What follows belongs to an exercise in optimizing a design on an open flow for small area, a short achievable clock period and few clock cycles per item; a production flow would make more cautious choices.
Function was checked by simulation only, so behaviour that the tests miss may differ from the original.
No activity file was given, so power comes from the tool's default toggle rates.

## flow/design.v (module list and top-level ports; edited modules follow where they fit)
// module bsec_ctrl: 38 lines
// module bsec_dp: 133 lines
// module bsec_fa: 10 lines
// module bsec_csa_hi: 1283 lines
// module bsec_csa_lo: 197 lines
// module boosted_stump_ensemble_classifier_unit: 77 lines
module boosted_stump_ensemble_classifier_unit (
  input  logic                               clk_i,
  input  logic                               rst_ni,
  input  logic                               psel,
  input  logic                               penable,
  input  logic                               pwrite,
  input  logic [2:0]                         paddr,
  input  logic [31:0]                        pwdata,
  output logic [31:0]                        prdata,
  output logic                               pready,
  input  logic                               in_valid_i,
  output logic                               in_stall_o,
  input  logic                               cmd_i,
  input  logic [4:0]                         entry_index_i,
  input  logic [2:0]                         stump_feature_i,
  input  logic signed [15:0]                 stump_threshold_i,
  input  logic                               stump_direction_i,
  input  logic [1:0]                         stump_class_i,
  input  logic [15:0]                        stump_alpha_i,
  input  logic signed [15:0]                 feature_a_i,
  input  logic signed [15:0]                 feature_b_i,
  input  logic signed [15:0]                 feature_c_i,
  input  logic signed [15:0]                 feature_d_i,
  input  logic signed [15:0]                 feature_e_i,
  output logic                               out_valid_o,
  input  logic                               out_stall_i,
  output logic [1:0]                         predicted_class_o,
  output logic [20:0]                        score_none_o,
  output logic [20:0]                        score_ball_o,
  output logic [20:0]                        score_box_o
);
  // ...
==> flow/run.sh <==
#!/bin/bash
# synth_recipe.tcl (not shown) runs the flow's synth.tcl, then flattens the netlist and writes it again
# the make line also repeats each setting of config.mk as NAME=value (left out here)
make -C /OpenROAD-flow-scripts/flow DESIGN_CONFIG=/design/flow/config.mk WORK_HOME=/design/flow/orfs CLKGATE_MAP_FILE= SYNTH_SCRIPT=/design/flow/synth_recipe.tcl finish
==> flow/config.mk <==
export PLATFORM = sky130hd
export DESIGN_NAME = boosted_stump_ensemble_classifier_unit
export DESIGN_NICKNAME = boosted_stump_ensemble_classifier_unit
export VERILOG_FILES = /design/flow/design.v
export SDC_FILE = /design/flow/constraint.sdc
export NUM_CORES = 4
export LEC_CHECK = 0
export CAP_MARGIN = 20
export CELL_PAD_IN_SITES_DETAIL_PLACEMENT = 1
export CELL_PAD_IN_SITES_GLOBAL_PLACEMENT = 1
export CORE_MARGIN = 2
export CORE_UTILIZATION = 45
export CTS_BUF_LIST = sky130_fd_sc_hd__clkbuf_4 sky130_fd_sc_hd__clkbuf_8
export PLACE_DENSITY = 0.62
export SETUP_SLACK_MARGIN = 4.1
export SLEW_MARGIN = 20
export SYNTH_HIERARCHICAL = 1
==> flow/constraint.sdc <==
create_clock -name core_clock -period 8.0 [get_ports {clk_i}]
set_input_delay 1.6000 -clock core_clock [delete_from_list [all_inputs] [get_ports {clk_i}]]
set_output_delay 1.6000 -clock core_clock [all_outputs]
set_load 0.01 [all_outputs]
==> flow_summary.ini, run 1 <==
[outcome]
status = complete, no violations

[route]
highest_layer = met5
via_per_inst = 7.03
dr.pass1.iters = 8
met3_length_um = 82100
route.met2.wl_um = 272000

[clocking]
root_buffer = clkbuf_8
ctsHoldBuffers = 0
cts.sinks = 1734
cts_inserted_buffers = 332

[die]
die_w_um = 518
die-area_mm2 = 0.268

[critical_path]
cp-startpoint = u_dp.t_cls[7][1]
worstSetupEndpoint = u_dp.row_q[0][93]
cp_slowest_cell = fa_2
rr_endpoint = u_dp.row_q[0][93]
rr_worst_depth = 9

[synthesis]
synth_top_area_share = 0.436
synth_cells = 9733
netlist_top_cells_count = nand2_1 (1798), edfxtp_1 (1723), fa_1 (1440)
synth_most_common_cell = nand2_1
muxShareOfSynthArea = 0.00175

[global_routing]
met3_usage = 0.156
antenna_found_initial = 61

[timing]
slew_headroom = 0.156
rsz0062_at_grt = true
max_freq_mhz = 240

[cells_and_area]
nFillCells = 26054
clock_area_frac = 0.0462
area_dominant_class = multi-input combinational cells
fin_nets = 11822
regArea_mm2 = 0.0520
finalCoreUtilization = 0.536

[pwr]
p_sw_frac = 0.391
power_leader = combinational logic
p_comb_mw = 15.5

[worst_hold_path]
holdPathStages = 0

[placed_design]
dp_hpwl_um = 379000
place_inst = 12729
Testbench counts, summed over its fixed seeds: cycles 2,201, items 1,920.
==> module bsec_dp, before the edit <==
module bsec_dp (
  input  logic                                 clk_i,
  input  logic                                 wr_en_i,
  input  logic                                 adv_i,
  input  logic [5:0]                           stumps_i,
  input  logic [bsec_pkg::IdxW-1:0]            entry_index_i,
  input  logic [2:0]                           stump_feature_i,
  input  logic signed [bsec_pkg::FeatW-1:0]    stump_threshold_i,
  input  logic                                 stump_direction_i,
  input  logic [1:0]                           stump_class_i,
  input  logic [bsec_pkg::AlphaW-1:0]          stump_alpha_i,
  input  logic signed [bsec_pkg::FeatW-1:0]    feature_a_i,
  input  logic signed [bsec_pkg::FeatW-1:0]    feature_b_i,
  input  logic signed [bsec_pkg::FeatW-1:0]    feature_c_i,
  input  logic signed [bsec_pkg::FeatW-1:0]    feature_d_i,
  input  logic signed [bsec_pkg::FeatW-1:0]    feature_e_i,
  output logic [1:0]                           predicted_class_o,
  output logic [bsec_pkg::ScoreW-1:0]          score_none_o,
  output logic [bsec_pkg::ScoreW-1:0]          score_ball_o,
  output logic [bsec_pkg::ScoreW-1:0]          score_box_o
);
  localparam int unsigned N  = bsec_pkg::MaxStumps;
  localparam int unsigned FW = bsec_pkg::FeatW;
  localparam int unsigned AW = bsec_pkg::AlphaW;
  localparam int unsigned SW = bsec_pkg::ScoreW;
  logic [3:0]    t_fsel  [N];    
  logic [FW-1:0] t_w     [N];    
  logic          t_dir   [N];
  logic [1:0]    t_cls   [N];    
  logic [AW-1:0] t_alpha [N];
  logic                 w_void;
  logic signed [FW-1:0] w_thr;
  assign w_void = (stump_feature_i > 3'd4) ||
                  (stump_direction_i && (stump_threshold_i == 16'sh7fff));
  assign w_thr  = stump_direction_i ? (stump_threshold_i + 16'sd1) : stump_threshold_i;
  always_ff @(posedge clk_i) begin
    for (int k = 0; k < N; k++) begin
      if (wr_en_i && (entry_index_i == k[bsec_pkg::IdxW-1:0])) begin
        t_fsel[k]  <= 4'b0001 << stump_feature_i;    
        t_w[k]     <= ~(w_thr ^ 16'h8000);
        t_dir[k]   <= stump_direction_i;
        t_cls[k]   <= w_void ? 2'd3 : stump_class_i;
        t_alpha[k] <= stump_alpha_i;
      end
    end
  end
  logic [FW-1:0] xu [5];
  assign xu[0] = feature_a_i ^ 16'h8000;
  assign xu[1] = feature_b_i ^ 16'h8000;
  assign xu[2] = feature_c_i ^ 16'h8000;
  assign xu[3] = feature_d_i ^ 16'h8000;
  assign xu[4] = feature_e_i ^ 16'h8000;
  function automatic logic ge_carry(input logic [FW-1:0] x, input logic [FW-1:0] w);
    logic [FW-1:0] g, p;
    g = x & w;
    p = x | w;
    for (int s = 1; s < FW; s = s * 2) begin
      for (int i = FW - 1; i >= 0; i--) begin
        if ((i % (2 * s)) == (2 * s - 1)) begin
          g[i] = g[i] | (p[i] & g[i - s]);
          p[i] = p[i] & p[i - s];
        end
      end
    end
    ge_carry = g[FW-1] | p[FW-1];
  endfunction
  logic [N-1:0] fire, fire_q;
  always_comb begin
    for (int k = 0; k < N; k++) begin
      logic [FW-1:0] x;
      x = '0;
      for (int f = 0; f < 4; f++) begin
        x = x | (xu[f] & {FW{t_fsel[k][f]}});
      end
      x = x | (xu[4] & {FW{t_fsel[k] == 4'b0000}});
      fire[k] = (stumps_i > k[5:0]) && (ge_carry(x, t_w[k]) == t_dir[k]);
    end
  end
  always_ff @(posedge clk_i) begin
    if (adv_i) fire_q <= fire;
  end
  localparam int unsigned CUT = 5;
  logic [N*AW-1:0]   op_n  [3];
  logic [CUT*SW-1:0] row_n [3];
  logic [CUT*SW-1:0] row_q [3];
  for (genvar c = 0; c < 3; c++) begin : g_hi
    for (genvar k = 0; k < N; k++) begin : g_op
      logic vote;
      assign vote = fire_q[k] && (t_cls[k] == c);
      assign op_n[c][k*AW +: AW] = ~(t_alpha[k] & {AW{vote}});
    end
    bsec_csa_hi u_hi (.op_n(op_n[c]), .row_n(row_n[c]));
  end
  always_ff @(posedge clk_i) begin
    if (adv_i) begin
      for (int c = 0; c < 3; c++) begin
        row_q[c] <= row_n[c];
      end
    end
  end
  logic [SW-1:0] sum [3];
  logic [SW-1:0] sum_q [3];
  for (genvar c = 0; c < 3; c++) begin : g_lo
    bsec_csa_lo u_lo (.row_n(row_q[c]), .sum(sum[c]));
  end
  always_ff @(posedge clk_i) begin
    if (adv_i) begin
      for (int c = 0; c < 3; c++) begin
        sum_q[c] <= sum[c];
      end
    end
  end
  logic          gt10, gt20, gt21;
  logic [1:0]    best;
  assign gt10 = sum_q[1] > sum_q[0];
  assign gt20 = sum_q[2] > sum_q[0];
  assign gt21 = sum_q[2] > sum_q[1];
  assign best = (gt20 && gt21) ? 2'd2 : (gt10 ? 2'd1 : 2'd0);
  logic [SW-1:0] s0_q, s1_q, s2_q;
  logic [1:0]    cls_q;
  always_ff @(posedge clk_i) begin
    if (adv_i) begin
      s0_q  <= sum_q[0];
      s1_q  <= sum_q[1];
      s2_q  <= sum_q[2];
      cls_q <= best;
    end
  end
  assign predicted_class_o = cls_q;
  assign score_none_o      = s0_q;
  assign score_ball_o      = s1_q;
  assign score_box_o       = s2_q;
endmodule
==> run 2, diff against run 1 <==
--- a/flow/design.v
+++ b/flow/design.v
@@ -112,20 +112,29 @@
     end
     ge_carry = g[FW-1] | p[FW-1];
   endfunction
-  logic [N-1:0] fire, fire_q;
+  logic [N-1:0] fire [3];
+  logic [N-1:0] fire_q [3];
   always_comb begin
     for (int k = 0; k < N; k++) begin
       logic [FW-1:0] x;
+      logic          hit;
       x = '0;
       for (int f = 0; f < 4; f++) begin
         x = x | (xu[f] & {FW{t_fsel[k][f]}});
       end
       x = x | (xu[4] & {FW{t_fsel[k] == 4'b0000}});
-      fire[k] = (stumps_i > k[5:0]) && (ge_carry(x, t_w[k]) == t_dir[k]);
+      hit = (stumps_i > k[5:0]) && (ge_carry(x, t_w[k]) == t_dir[k]);
+      for (int c = 0; c < 3; c++) begin
+        fire[c][k] = hit && (t_cls[k] == c[1:0]);
+      end
     end
   end
   always_ff @(posedge clk_i) begin
-    if (adv_i) fire_q <= fire;
+    if (adv_i) begin
+      for (int c = 0; c < 3; c++) begin
+        fire_q[c] <= fire[c];
+      end
+    end
   end
   localparam int unsigned CUT = 5;
   logic [N*AW-1:0]   op_n  [3];
@@ -133,9 +142,7 @@
   logic [CUT*SW-1:0] row_q [3];
   for (genvar c = 0; c < 3; c++) begin : g_hi
     for (genvar k = 0; k < N; k++) begin : g_op
-      logic vote;
-      assign vote = fire_q[k] && (t_cls[k] == c);
-      assign op_n[c][k*AW +: AW] = ~(t_alpha[k] & {AW{vote}});
+      assign op_n[c][k*AW +: AW] = ~(t_alpha[k] & {AW{fire_q[c][k]}});
     end
     bsec_csa_hi u_hi (.op_n(op_n[c]), .row_n(row_n[c]));
   end
==> run 2 against run 1 <==
  * Register-to-register slack better by 0.20 ns
  * Via count down 2.6%
  * Flip-flop and latch count up 64
  * Sequential power up 15%
  * Critical path type unchanged
  * Largest cell class unchanged
==> flow_summary.ini, run 2 <==
[synthesis]
synth_edf_count = 1787
synth-seq-area-share = 0.444
synth-main-ff-cell = edfxtp_1
ys_ff_latch = 1798
synth_top_area_share = 0.441
synth_cells = 9996
synth.avg_cell_area_um2 = 12.2
synth.distinct_cells = 93
async_reset_ff_frac = 0.00612
netlist_area_mm2 = 0.122
synth_most_common_cell = nand2_1
synthTopCellsByArea = edfxtp_1 (44%), fa_1 (24%), nand2_1 (5.7%), a22oi_1 (4.0%), buf_4 (2.1%)
ys_warn_count = 33
netlist_top_cells_count = nand2_1 (1862), edfxtp_1 (1787), fa_1 (1440)
synth_top_cell_by_area = edfxtp_1

[timing]
finalSetupViolations = 0
slew_headroom = 0.186
rsz0062_at_grt = true
tns_ns = 0
min_period_ns = 3.97
worst_pin_slew_ns = 1.22
hold_viol = 0
slew_violations = 0
fin_skew_ns = 0.0782
fin_crit_sh = 0.497
max_freq_mhz = 252

[cells_and_area]
finalCoreUtilization = 0.505
layout.cells.non_filler = 13794
final_common_cell = nand2_1
drive_above_1_share = 0.139
fin_nets = 11705
final_area_mm2 = 0.135
syn_to_final_growth_pct = 11.4
final_cell_mix = nand2_1 (1853), edfxtp_1 (1787), fa_1 (1425)
reg_top3 = u_dp.t_alpha (512), u_dp.t_w (512), u_dp.row_q (315)

[critical_path]
worstSetupPathType = flop to flop
cp_data_required_time_ns = 8.77
cp_slowest_cell = fa_1
startpoint_type = flop
cpMostUsedCell = fa_1
critical_path_buf_inv_count = 1
crit_path_max_fanout = 16
cp_slowest_stage_delay_ns = 0.63
cpLargestDelayFamily = adder cells
cp_cell_sequence = clkbuf_8, nand2_1, fa_1, fa_1, fa_1, fa_1, fa_1
end_kind = flop
arrival_ns = 4.74

[placed_design]
place_inst = 12997
port_buffers = 210
dpl_cell_area_mm2 = 0.125
routabilityCongestion = 0.981
dp_hpwl_um = 379000

[route]
wl_um = 580000
dr.first_iter.drc_count = 14903
drc_errors = 0
wl_per_cell_um = 42.0
via_per_inst = 6.91
via_count = 95271
dr.pass1.iters = 9
ant_nets = 0

[pwr]
leakagePower_nw = 42.1
p_per_area_mw_per_mm2 = 426
ir_drop_v = 0.000415

[flow_run]
maxCapViolCount = 0

[clocking]
cts_tree = done
cts.sinks = 1798
htreeDepth = 5
ctsHoldBuffers = 0
clk_path_buf_depth = 4
clk_latency_ns = 1.14
cts_inserted_buffers = 342
clk_pin_slew_ns = 0.06
root_buffer = clkbuf_8

[die]
core_area_mm2 = 0.268
die_w_um = 524
die-area_mm2 = 0.274
die_y_um = 524
core.rowCount = 190
initial_core_util = 0.453
num_io_pins = 266

[global_routing]
grt_max_degree = 164
overflow = 0
grt_pass1_wl_um = 777000
antenna_found_initial = 55
grt_usage = 0.416
grt_pass1_vias = 97804

[worst_hold_path]
hold_class = flop to flop

[outcome]
status = complete, no violations
-- run 2: changes by cell type in the layout (fill, tap and decap cells not counted), moves of 74 or more --
cell | previous run | this run
fa_1 | 730 | 1425
fa_2 | 710 | 15
buf_12 | 245 | 32
a22oi_1 | 499 | 641
nand2_1 | 1747 | 1853
buf_4 | 448 | 343
a221oi_1 | 252 | 150
o21ai_0 | 329 | 234
nand3_1 | 31 | 105
-- run 2: path summary, 6_finish.rpt --
kind | slack (ns) | startpoint | cells after the start | end
setup / recovery | 4.03 | u_dp.fire_q[0][12] | 7 | u_dp.row_q[0][92]
min in group asynchronous | 0.86 | rst_ni | 1 | stumps_q[3]
max in group asynchronous | 6.74 | rst_ni | 1 | u_ctrl.out_vld_q
setup reg to reg | 4.03 | u_dp.fire_q[0][12] | 7 | u_dp.row_q[0][92]
hold reg to reg | 0.45 | u_dp.sum_q[2][0] | 0 | u_dp.s2_q[0]
hold / removal | 0.45 | u_dp.sum_q[2][0] | 0 | u_dp.s2_q[0]
-- run 2: worst reg2reg max path: stages (launching register included) --
cell and delay, ns:
edfxtp_1 0.34, clkbuf_8 0.39, nand2_1 0.18, fa_1 0.50, fa_1 0.52, fa_1 0.63
fa_1 0.47, fa_1 0.61
-- run 2: area by class of cell --
type                       count  area (um2)
fill                       27194      133000
multi-input combinational   6816       62800
sequential                  1798       53900
timing repair buffer         651        5980
clock buffer                 438        5480
tap                         3552        4440
inverter                     348        1380
clock inverter               164        1350
antenna                       27        67.6
-- run 2: metal layers --
metal  vias to the layer above  share of wire  track usage
li1                      35973              -            -
met1                     49074           0.34        0.499
met2                      7826           0.44        0.629
met3                      2371           0.12        0.127
met4                        27          0.089        0.314
met5                         -        0.00063      0.00450
-- run 2: where the power goes --
part           internal, mW  total (mW)  switching [mW]  leakage, nW
combinational          12.6        34.1            21.5         21.8
sequential             13.3        14.0           0.693         16.7
clock                  5.18        9.60            4.42         3.59
total                  31.0        57.7            26.6         42.1
-- run 2: logic make-up (layout without fill, tap and decap cells) --
group,Yosys count,count (layout),synth area share
other,5,90,0.000154
DFF,1798,1798,0.444
buffers and inverters,1443,1601,0.0557
AOI/OAI and AO/OA,2319,2319,0.138
muxes,29,29,0.00259
adders and majority gates,1671,1671,0.259
and+or+nand+nor,2653,2656,0.0951
xor gates and xnor gates,78,78,0.00562
-- run 2: timing repair --
action / CTS / global route
setup endpoints to repair: 1308 / 141
resized for setup: 270 / 288
pin swaps: 14 / 35
setup buffers: 74 / 90
cloned: 3 / 1
-- run 2: modules after synthesis, one instance, submodules excluded --
module	area [um2]	flip-flops and latches	cells	times used
bsec_dp	85600	1787	7539	1
bsec_ctrl	199	5	15	1
bsec_fa	20.0	0	1	1437
bsec_csa_hi	902	0	126	3
bsec_csa_lo	1260	0	193	3
boosted_stump_ensemble_classifier_unit	504	6	48	1
-- run 2: per-stage QoR --
| step | total power, mW | setup WS [ns] | hold slack (ns) |
|---|---|---|---|
| 2_1_floorplan | 34.2 | 2.19 | 0.426 |
| 3_3_place_gp | 44.1 | 2.05 | 0.435 |
| 3_5_place_dp | 44.9 | 1.80 | 0.433 |
| 4_1_cts | 55.8 | 3.96 | 0.449 |
| 5_1_grt | 59.8 | 4.02 | 0.463 |
| 6_report | 57.7 | 4.03 | 0.445 |
Testbench counts of run 2, summed over its fixed seeds: cycles 2,201, items 1,920.
==> run 3, diff against run 2 <==
--- a/flow/config.mk
+++ b/flow/config.mk
@@ -9,9 +9,9 @@
 export CELL_PAD_IN_SITES_DETAIL_PLACEMENT = 1
 export CELL_PAD_IN_SITES_GLOBAL_PLACEMENT = 1
 export CORE_MARGIN = 2
-export CORE_UTILIZATION = 45
+export CORE_UTILIZATION = 50
 export CTS_BUF_LIST = sky130_fd_sc_hd__clkbuf_4 sky130_fd_sc_hd__clkbuf_8
-export PLACE_DENSITY = 0.62
+export PLACE_DENSITY = 0.65
 export SETUP_SLACK_MARGIN = 4.1
 export SLEW_MARGIN = 20
 export SYNTH_HIERARCHICAL = 1
==> run 3 against run 2 <==
  * Cell area rose by 0.25%
  * Final cell count down 1.5%
  * Critical path depth is the same
  * Sequential power about the same
  * Register-to-register slack worse by 0.03 ns
  * Fmax fell by 0.68%
  * Combinational power about the same
  * Clock power shrank 3.1%
  * Setup slack worse by 0.027 ns
  * Largest power group unchanged
==> flow_summary.ini, run 3 <==
[critical_path]
end_kind = flop
cp_cell_sequence = buf_4, nand2_1, fa_1, fa_1, fa_1, fa_1, fa_1
cp_slowest_stage_delay_ns = 0.77
startpoint_type = flop
cpMostUsedCell = fa_1
cp_slowest_cell = fa_1
arrival_ns = 4.92
cp_data_required_time_ns = 8.92
worstSetupPathType = flop to flop
crit_path_max_fanout = 16
rr_worst_depth = 7

[timing]
slew_violations = 0
hold_viol = 0
fin_crit_sh = 0.500
max_freq_mhz = 250
min_period_ns = 4.00
finalSetupViolations = 0
slew_headroom = 0.152
worst_pin_slew_ns = 1.27
rsz0062_at_grt = true
tns_ns = 0
postLayoutSetupSlackWorst_ns = 4.00
fin_skew_ns = 0.102

[die]
core.rowCount = 181
initial_core_util = 0.501
num_io_pins = 266
die_y_um = 497
die-area_mm2 = 0.247
die_w_um = 497
core_area_mm2 = 0.243

[clocking]
clk_latency_ns = 1.17
root_buffer = clkbuf_8
htreeDepth = 5
clk_path_buf_depth = 4
cts_tree = done
cts.sinks = 1798
cts_inserted_buffers = 349
clk_pin_slew_ns = 0.06

[global_routing]
grt_pass1_wl_um = 776000
antenna_found_initial = 52
grt_usage = 0.460
grt_max_degree = 168
overflow = 0
grt_pass1_vias = 98465

[synthesis]
synth-main-ff-cell = edfxtp_1
async_reset_ff_frac = 0.00612
ys_ff_latch = 1798
ys_warn_count = 33
synth_most_common_cell = nand2_1
synth_simple_gate_area_frac = 0.0951
synth_compound_area_frac = 0.138
synth_edf_count = 1787
synthAdderAreaFrac = 0.259
muxShareOfSynthArea = 0.00259
synth_top_cell_by_area = edfxtp_1
synth-xor-area-share = 0.00562
netlist_top_cells_count = nand2_1 (1862), edfxtp_1 (1787), fa_1 (1440)
synth_top_family_by_area = adder cells
synth.distinct_cells = 93
synth-seq-area-share = 0.444
synth_cells = 9996
netlist_area_mm2 = 0.122
synth.avg_cell_area_um2 = 12.2
synthTopCellsByArea = edfxtp_1 (44%), fa_1 (24%), nand2_1 (5.7%), a22oi_1 (4.0%), buf_4 (2.1%)
synth_top_area_share = 0.441

[route]
via_per_inst = 7.13
dr.pass1.iters = 10
wl_per_cell_um = 42.7
via_count = 96889
ant_nets = 0
wl_um = 580000
dr.first_iter.drc_count = 15158
drc_errors = 0

[cells_and_area]
layout.cells.non_filler = 13585
fin_nets = 11844
drive_above_1_share = 0.148
final_cell_mix = nand2_1 (1854), edfxtp_1 (1787), fa_1 (1430)
final_common_cell = nand2_1
syn_to_final_growth_pct = 11.7
reg_top3 = u_dp.t_alpha (512), u_dp.t_w (512), u_dp.row_q (315)
finalCoreUtilization = 0.560

[placed_design]
port_buffers = 210
routabilityCongestion = 1.02
place_inst = 12654
dp_hpwl_um = 374000
post-place-ws_ns = 1.91

[pwr]
ir_drop_v = 0.000471
power_mw = 57.5
p_per_area_mw_per_mm2 = 424
leakagePower_nw = 42.7

[worst_hold_path]
holdPathStages = 0
hold_class = flop to flop

[flow_run]
maxCapViolCount = 0

[outcome]
status = complete, no violations
-- run 3: cell counts after synthesis --
No cell type changed its count.
-- run 3: cells by family after synthesis --
| group | count (synthesis) |
|---|---|
| compound gates | 2319 |
| xor+xnor | 78 |
| fa+ha+maj | 1671 |
| buf+inv | 1443 |
| flops | 1798 |
| mux | 29 |
| other cells | 5 |
| simple gates | 2653 |
-- run 3: routing by layer --
layer,wire length (um),vias up,global-route usage,share of wire
li1,-,36277,-,-
met1,189000,49091,0.531,0.33
met2,255000,8659,0.688,0.44
met3,77600,2830,0.165,0.13
met4,58300,32,0.377,0.10
met5,233,-,0,0.00040
-- run 3: area by class of cell --
type | instances | area, um2
clock buffer | 434 | 5490
sequential | 1798 | 53900
multi-input combinational | 6816 | 62700
tap | 3202 | 4010
timing repair buffer | 783 | 7020
clock inverter | 159 | 1130
fill | 24110 | 107000
antenna | 45 | 113
inverter | 348 | 1380
-- run 3: worst paths after layout --
kind | from | end | slack (ns)
worst min-delay path | u_dp.sum_q[0][20] | u_dp.s0_q[20] | 0.45
max in group asynchronous | rst_ni | u_ctrl.out_vld_q | 6.67
worst min register to register | u_dp.sum_q[0][20] | u_dp.s0_q[20] | 0.45
worst max-delay path | u_dp.fire_q[2][20] | u_dp.row_q[2][93] | 4.00
worst max register to register | u_dp.fire_q[2][20] | u_dp.row_q[2][93] | 4.00
min in group asynchronous | rst_ni | stumps_q[1] | 0.89
-- run 3: repair_timing --
action	in CTS	in global routing
cloned	4	2
buffers inserted	52	235
endpoints found under the setup margin	1082	162
pin swaps	21	35
gates resized for setup	231	271
hold buffers	0	0
-- run 3: Yosys stat by module, one instance, submodules excluded --
module / copies in the design / cell area, um2 / cells inside / flip-flops and latches
bsec_csa_hi: 3 / 902 / 126 / 0
boosted_stump_ensemble_classifier_unit: 1 / 504 / 48 / 6
bsec_ctrl: 1 / 199 / 15 / 5
bsec_csa_lo: 3 / 1260 / 193 / 0
bsec_dp: 1 / 85600 / 7539 / 1787
bsec_fa: 1437 / 20.0 / 1 / 0
-- run 3: worst max-delay path, delay by kind of cell, from the launching register on --
family                     cells  cell delay [ns]
and+or+nand+nor                1             0.19
DFF                            1             0.33
buffers and inverters          1             0.55
adders and majority gates      5             2.73
-- run 3: per-stage QoR --
| stage | hold WS, ns | area, um2 |
|---|---|---|
| after floorplan | 0.426 | 122000 |
| after global placement | 0.433 | 125000 |
| after detailed placement | 0.434 | 125000 |
| after CTS | 0.448 | 133000 |
| after global routing | 0.460 | 136000 |
| final | 0.450 | 136000 |
-- run 3: where the power goes --
group	internal (mW)	switching, mW	total [mW]
logic	12.5	21.7	34.3
clock network	4.99	4.31	9.30
registers	13.3	0.694	14.0
total	30.8	26.7	57.5
==> run 4, diff against run 3 <==
--- a/flow/config.mk
+++ b/flow/config.mk
@@ -9,9 +9,11 @@
 export CELL_PAD_IN_SITES_DETAIL_PLACEMENT = 1
 export CELL_PAD_IN_SITES_GLOBAL_PLACEMENT = 1
 export CORE_MARGIN = 2
-export CORE_UTILIZATION = 50
-export CTS_BUF_LIST = sky130_fd_sc_hd__clkbuf_4 sky130_fd_sc_hd__clkbuf_8
-export PLACE_DENSITY = 0.65
+export CORE_UTILIZATION = 45
+export CTS_BUF_LIST = sky130_fd_sc_hd__clkbuf_8
+export CTS_CLUSTER_DIAMETER = 40
+export CTS_CLUSTER_SIZE = 12
+export PLACE_DENSITY = 0.62
 export SETUP_SLACK_MARGIN = 4.1
 export SLEW_MARGIN = 20
 export SYNTH_HIERARCHICAL = 1
==> run 4 against run 3 <==
  * First-iteration DRC count up 0.16%
  * Count of clock-buffer cells in the layout down 64
  * Fmax up 1.2%
  * Utilization down 4.9 points
  * Wire length down 0.34%
  * Critical path type is now primary input to flop
  * Clock power up 19%
  * Sequential share of layout area down 0.37 points
  * Still clean on timing, DRC and antenna
==> flow_summary.ini, run 4 <==
[critical_path]
cp_slowest_cell = or4_1
rr_worst_depth = 7
cp-startpoint = feature_e_i[2]
end_kind = flop
cp_slowest_stage_delay_ns = 0.57
arrival_ns = 4.82
cp_data_required_time_ns = 8.86
cp_cell_sequence = clkdlybuf4s15_1, clkinvlp_4, buf_6, buf_4, o21ai_0, o221ai_1, a21oi_1, o21ai_1, a31oi_1, or4_1, a2111oi_1
crit_path_max_fanout = 15
startpoint_type = primary input
worstSetupPathType = primary input to flop
rr_startpoint = u_dp.fire_q[1][23]

[placed_design]
port_buffers = 210
dp_hpwl_um = 379000
dpl_cell_area_mm2 = 0.125
post-place-ws_ns = 1.80
routabilityCongestion = 0.981

[timing]
hold_viol = 0
min_period_ns = 3.96
tns_ns = 0
fin_skew_ns = 0.0655
fin_crit_sh = 0.494
slew_violations = 0
finalSetupViolations = 0
postLayoutSetupSlackWorst_ns = 4.04
rsz0062_at_grt = true
whs_ns = 0.433
max_freq_mhz = 253
worst_pin_slew_ns = 1.23
slew_headroom = 0.178

[cells_and_area]
regArea_mm2 = 0.0539
drive_above_1_share = 0.148
final_area_mm2 = 0.137
final_common_cell = nand2_1
reg_top3 = u_dp.t_alpha (512), u_dp.t_w (512), u_dp.row_q (315)
syn_to_final_growth_pct = 12.7
final_cell_mix = nand2_1 (1854), edfxtp_1 (1787), fa_1 (1428)
fin_nets = 11761
multi_input_area_mm2 = 0.0627
nFillCells = 27122

[global_routing]
antenna_found_initial = 51
grt_usage = 0.415
overflow = 0
grt_pass1_wl_um = 777000
grt_max_degree = 164
grt_pass1_vias = 97642

[synthesis]
synth_top_cell_by_area = edfxtp_1
synth.avg_cell_area_um2 = 12.2
synthTopCellsByArea = edfxtp_1 (44%), fa_1 (24%), nand2_1 (5.7%), a22oi_1 (4.0%), buf_4 (2.1%)
synth.distinct_cells = 93
synth-seq-area-share = 0.444
synth_most_common_cell = nand2_1
ys_ff_latch = 1798
synth_cells = 9996
synth_top_area_share = 0.441
ys_warn_count = 33
async_reset_ff_frac = 0.00612
synth_edf_count = 1787
netlist_top_cells_count = nand2_1 (1862), edfxtp_1 (1787), fa_1 (1440)
netlist_area_mm2 = 0.122
synth-main-ff-cell = edfxtp_1

[die]
die_w_um = 524
die_y_um = 524
core_area_mm2 = 0.268
initial_core_util = 0.453
die-area_mm2 = 0.274
num_io_pins = 266
core.rowCount = 190

[pwr]
p_per_area_mw_per_mm2 = 430
ir_drop_v = 0.000442
leakagePower_nw = 42.8

[clocking]
root_buffer = clkbuf_8
htreeDepth = 5
cts_inserted_buffers = 365
cts.sinks = 1798
clk_pin_slew_ns = 0.07
ctsHoldBuffers = 0
cts_tree = done
clk_path_buf_depth = 4
clk_latency_ns = 1.14

[worst_hold_path]
hold_class = flop to flop
holdPathStages = 0
worstHoldStart = u_dp.sum_q[0][17]

[route]
dr.first_iter.drc_count = 15183
ant_nets = 0
dr.pass1.iters = 10
via_per_inst = 6.87
drc_errors = 0
via_count = 95441
wl_per_cell_um = 41.6
wl_um = 578000

[flow_run]
maxCapViolCount = 0

[outcome]
status = complete, no violations
-- run 4: logic make-up (layout without fill, tap and decap cells) --
| kind of cell | Yosys count | in the layout | share of synthesized area |
|---|---|---|---|
| simple gates | 2653 | 2656 | 0.0951 |
| compound gates | 2319 | 2319 | 0.138 |
| flops | 1798 | 1798 | 0.444 |
| fa+ha+maj | 1671 | 1671 | 0.259 |
| buf+inv | 1443 | 1707 | 0.0557 |
| xor+xnor | 78 | 78 | 0.00562 |
| mux | 29 | 29 | 0.00259 |
| other cells | 5 | 90 | 0.000154 |
-- run 4: per-stage QoR --
stage	utilization	cells	power [mW]
3_5_place_dp	0.467	12997	44.9
2_1_floorplan	-	10054	34.2
4_1_cts	0.504	13744	57.5
6_report	0.511	13900	59.0
3_3_place_gp	0.467	12996	44.1
5_1_grt	0.510	13878	61.1
-- run 4: final timing paths --
check	to	slack (ns)
setup / recovery	u_dp.fire_q[2][16]	4.04
hold / removal	u_dp.s0_q[17]	0.43
setup reg to reg	u_dp.row_q[1][92]	4.05
hold reg to reg	u_dp.s0_q[17]	0.43
max in group asynchronous	u_ctrl.out_vld_q	6.77
min in group asynchronous	stumps_q[1]	0.84
-- run 4: final cells by class --
| type | instances | share of cell area |
|---|---|---|
| Multi-Input combinational cell | 6816 | 0.457 |
| Clock buffer | 370 | 0.0372 |
| Antenna cell | 27 | 0.000493 |
| Sequential cell | 1798 | 0.394 |
| Timing Repair Buffer | 684 | 0.0457 |
| Inverter | 348 | 0.0100 |
| Tap cell | 3552 | 0.0324 |
| Clock inverter | 305 | 0.0234 |
-- run 4: layer usage --
metal	vias up	track usage	wire length (um)
met1	49164	0.501	201000
met2	7753	0.628	255000
met4	32	0.313	51200
met5	-	0.00295	314
li1	36184	-	-
met3	2308	0.127	70500
-- run 4: Yosys stat by module (local to each module, per instance) --
module,area [um2],flops+latches,copies in the design
bsec_dp,85600,1787,1
bsec_csa_lo,1260,0,3
bsec_csa_hi,902,0,3
boosted_stump_ensemble_classifier_unit,504,6,1
bsec_ctrl,199,5,1
bsec_fa,20.0,0,1437
-- run 4: power by group --
group / total, mW / switching [mW] / leakage [nW] / internal, mW
clock: 11.1 / 4.97 / 4.21 / 6.14
combinational: 33.9 / 21.4 / 21.9 / 12.4
sequential: 14.0 / 0.692 / 16.7 / 13.3
total: 59.0 / 27.1 / 42.8 / 31.9
-- run 4: critical path, delay by kind of cell --
| family | cells | cell delay, ns |
|---|---|---|
| AND/OR/NAND/NOR | 1 | 0.57 |
| AO/OA/AOI/OAI | 6 | 1.37 |
| buffers and inverters | 4 | 1.26 |
-- run 4: timing repair --
item                                    in CTS  in global routing
endpoints found under the setup margin    1291                137
gates cloned                                 3                  0
setup buffers                               69                129
gates resized for setup                    276                238
pin swaps                                   18                 21

-- static timing again, ports no longer ideal --
Ports are ideal in the flow. The routed layouts listed here were re-timed in OpenROAD. Step 1, drivers: a clkbuf_16 drives clk_i and a buf_2 each remaining input, both assumed. Step 2 times the ports against the registers' clock, not the clock port: input delays grow and output delays shrink by t, the midpoint of the rising clock arrivals with the driver on. a / b / c = ideal / step 1 / step 2; a / b = the first two.
| run | t, ns | setup slack, ns | worst hold slack (ns) | worst register clock-pin slew, ns |
|---|---|---|---|---|
| run 1 | 1.229 | 3.828 / 3.828 / 2.889 | 0.445 / 0.445 / 0.445 | 0.07 / 0.07 |
| run 2 | 1.196 | 4.026 / 4.026 / 2.910 | 0.445 / 0.445 / 0.445 | 0.07 / 0.07 |
| run 3 | 1.222 | 3.998 / 3.998 / 2.915 | 0.450 / 0.450 / 0.450 | 0.07 / 0.07 |
| run 4 | 1.202 | 4.045 / 4.054 / 2.903 | 0.433 / 0.433 / 0.433 | 0.08 / 0.08 |
After both steps setup and hold are still met in every run listed. The setup slack of run 4, which loses most, moves by +0.009 ns with the drivers and by -1.142 ns with both steps.
